This design comes from an exercise in tuning for small area, a short achievable clock period and few clock cycles per item on the open sky130 flow, not from production work.
In this exercise RTL edits were held to simulation tests only and were not proved equivalent to the original.

== run A ==
## conv_pe_top
module conv_pe_top (
    input  logic          clk,
    input  logic          arst_n,
    input  logic          row_wr,
    input  logic [287:0]  row_data,
    input  logic          weight_wr,
    input  logic [1:0]    weight_filter,
    input  logic [1:0]    weight_row,
    input  logic [26:0]   weight_taps,
    output logic          busy,
    output logic          out_valid,
    output logic [4:0]    out_col,
    output logic [65:0]   out_data
);
Size: roughly 8700 cells after synthesis, roughly 2100 flip-flops, ~400 I/O pins, about 120000 um2 of cells after synthesis.
Settings: LEC_CHECK=0, CAP_MARGIN=20, CORE_MARGIN=2, CORE_UTILIZATION=55, PLACE_DENSITY=0.68, SETUP_SLACK_MARGIN=4.85, SLEW_MARGIN=20; clock period 8.0 ns.
standard.sh (not shown) runs the stock make flow with config.mk's settings and CLKGATE_MAP_FILE= SYNTH_SCRIPT=/design/flow/synth_recipe.tcl, a recipe that flattens the netlist after the stock synthesis.
==> flow/flow/run.sh <==
#!/bin/bash
# Own layout flow: the standard layout (standard.sh) with two changes.
# 1. Synthesis skips the generic ABC pass inside Yosys's "synth" fine stage
#    (synth -noabc), so the hand-built full-adder trees in kernel_mac.sv reach
#    extract_fa unchanged instead of being restructured first (which made
#    extract_fa put an inverter at most adder pins).  Everything else,
#    registers included, is the standard synthesis script.
# 2. Port buffers are buf_2 cells instead of the delay cell
#    (clkdlybuf4s50_1) that buffer_ports picks by default.  Every input and
#    output port still gets its own buffer.
# Every tool's output goes to flow_make.log in the work folder; ORFS also
# keeps its per-step logs under orfs/logs.
set -euo pipefail
work=$(pwd)
sed 's/yosys synth -nofsm -noshare /yosys synth -nofsm -noshare -noabc /' \
    synth_recipe.tcl > "$work/noabc_synth.tcl"
grep -q -- '-noabc' "$work/noabc_synth.tcl"
bash standard.sh SYNTH_SCRIPT="$work/noabc_synth.tcl" \
    BUFFER_PORTS_ARGS="-buffer_cell sky130_fd_sc_hd__buf_2" \
    finish > "$work/flow_make.log" 2>&1
Run A: flow completed, timing, DRC and antenna clean
Testbench counts of run A, summed over its fixed seeds: cycles 9,160, results 9,120.
## Diff of input files: run B against run A
-- flow/flow/run.sh --
<<< run A, line 1
#!/bin/bash
# Own layout flow: the standard layout (standard.sh) with two changes.
# 1. Synthesis skips the generic ABC pass inside Yosys's "synth" fine stage
>>> run B, line 1
#!/bin/bash
# Own layout flow: the standard layout (standard.sh) with these changes.
# 1. Synthesis skips the generic ABC pass inside Yosys's "synth" fine stage
<<< run A, line 10
#    output port still gets its own buffer.
# Every tool's output goes to flow_make.log in the work folder; ORFS also
>>> run B, line 10
#    output port still gets its own buffer.
# 3. Clock tree synthesis clusters up to 25 sinks within 95 um per leaf buffer and adds
#    no dummy loads (a balanced H-tree from the clock port as usual, every
#    register reached through clock buffers).
# Every tool's output goes to flow_make.log in the work folder; ORFS also
<<< run A, line 19
    BUFFER_PORTS_ARGS="-buffer_cell sky130_fd_sc_hd__buf_2" \
    finish > "$work/flow_make.log" 2>&1
>>> run B, line 22
    BUFFER_PORTS_ARGS="-buffer_cell sky130_fd_sc_hd__buf_2" \
    CTS_ARGS="-sink_clustering_enable -repair_clock_nets -dont_use_dummy_load -sink_clustering_size 25 -sink_clustering_max_diameter 95" \
    finish > "$work/flow_make.log" 2>&1
Findings:
The run with more routed wire is run A, not run B.
Run A reports its worst setup path endpoint as g_mac[2].u_mac.t0_q[70] while run B reports g_mac[2].u_mac.t0_q[176].
Minimum period implied by the final worst setup slack is lower on run B
For the transition time at the pin with the least slew margin, run B came in 0.056 ns lower than run A did.
On synthesis-to-finish area growth, the lower figure sits with run B, not run A.
Input changes introduced in run C (baseline for comparison: run B):
-- flow/flow/run.sh --
<<< run B, line 10
#    output port still gets its own buffer.
# 3. Clock tree synthesis clusters up to 25 sinks within 95 um per leaf buffer and adds
#    no dummy loads (a balanced H-tree from the clock port as usual, every
>>> run C, line 10
#    output port still gets its own buffer.
# 3. Clock tree synthesis clusters up to 20 sinks within 80 um per leaf buffer and adds
#    no dummy loads (a balanced H-tree from the clock port as usual, every
<<< run B, line 22
    BUFFER_PORTS_ARGS="-buffer_cell sky130_fd_sc_hd__buf_2" \
    CTS_ARGS="-sink_clustering_enable -repair_clock_nets -dont_use_dummy_load -sink_clustering_size 25 -sink_clustering_max_diameter 95" \
    finish > "$work/flow_make.log" 2>&1
>>> run C, line 22
    BUFFER_PORTS_ARGS="-buffer_cell sky130_fd_sc_hd__buf_2" \
    CTS_ARGS="-sink_clustering_enable -repair_clock_nets -dont_use_dummy_load -sink_clustering_size 20 -sink_clustering_max_diameter 80" \
    finish > "$work/flow_make.log" 2>&1
- Met3 capacity usage during global routing: run B and run C compared, lower one is run B
- As far as via count is concerned, run C and run B perform about the same.
- Run comparison: run C timing startpoint of the critical path u_rows.win_col[0]; run B timing startpoint of the critical path u_rows.window[32]
- Taking run B as the reference, in run C fraction of the core area covered by cells at the end of the flow moved up; via density per instance moved down.
- Post-detailed-placement half-perimeter wirelength of run C is on par with run B.
- Run C: minimum setup slack in the final design 0.0068 ns below run B
- There was hardly any difference in first-pass GRT wire length between run B and run C.
- In terms of final cell count, run B and run C differ only marginally.
- Growth of design area from synthesis to finish: run C vs run B up 0.74 points
Here is what was changed in the inputs of run D compared with run C.
-- flow/config.mk --
<<< run C, line 11
export PLACE_DENSITY = 0.68
export SETUP_SLACK_MARGIN = 4.85
export SLEW_MARGIN = 20
>>> run D, line 11
export PLACE_DENSITY = 0.68
export SETUP_SLACK_MARGIN = 4.92
export SLEW_MARGIN = 20
[summary]
Compared to run C, run D has critical path depth 7 lower. As far as via count of the first global-routing pass is concerned, run C and run D perform about the same. Looking at ratio of routed vias to standard cells across run C and run D, the one that comes out lower is run C. Status: global-route wire length before repair parity (run D, run C). Non-clock buffer count in the final layout in run D is 9 higher than in run C. Core footprint: run D vs run C — no meaningful difference. On final area, run C and run D are basically level. In the reports for run C and run D, the larger worst path setup slack after routing belongs to run D.

-- afterwards: timing with drivers on the ports --
The results above use ideal ports. As a check the final layouts listed here were re-extracted and re-timed, cells and wires unchanged. Step 1 (the two cells are an assumption about what drives the block):
set clk [get_ports {clk}]
set_driving_cell -lib_cell sky130_fd_sc_hd__clkbuf_16 $clk
set_driving_cell -lib_cell sky130_fd_sc_hd__buf_2 [delete_from_list [all_inputs] $clk]
Step 2, shift: input delay + t, output delay - t, t = (earliest + latest rising clock arrival at the registers) / 2. This alone moves slack from input paths to output paths. Three values: no drivers, after step 1, after step 2; two values: the first two.
| run | t, ns | setup slack, ns | worst hold slack (ns) |
|---|---|---|---|
| run A | 0.976 | 4.803 / 4.802 / 4.012 | 0.333 / 0.333 / 0.333 |
| run B | 0.908 | 4.836 / 4.804 / 4.073 | 0.338 / 0.338 / 0.338 |
| run C | 0.904 | 4.829 / 4.773 / 4.197 | 0.336 / 0.336 / 0.336 |
| run D | 0.903 | 4.869 / 4.869 / 4.232 | 0.336 / 0.336 / 0.336 |
After both steps setup and hold are still met in every run listed. For run A, which loses most, drivers alone change the setup slack by -0.001 ns; drivers and shift together by -0.791 ns.
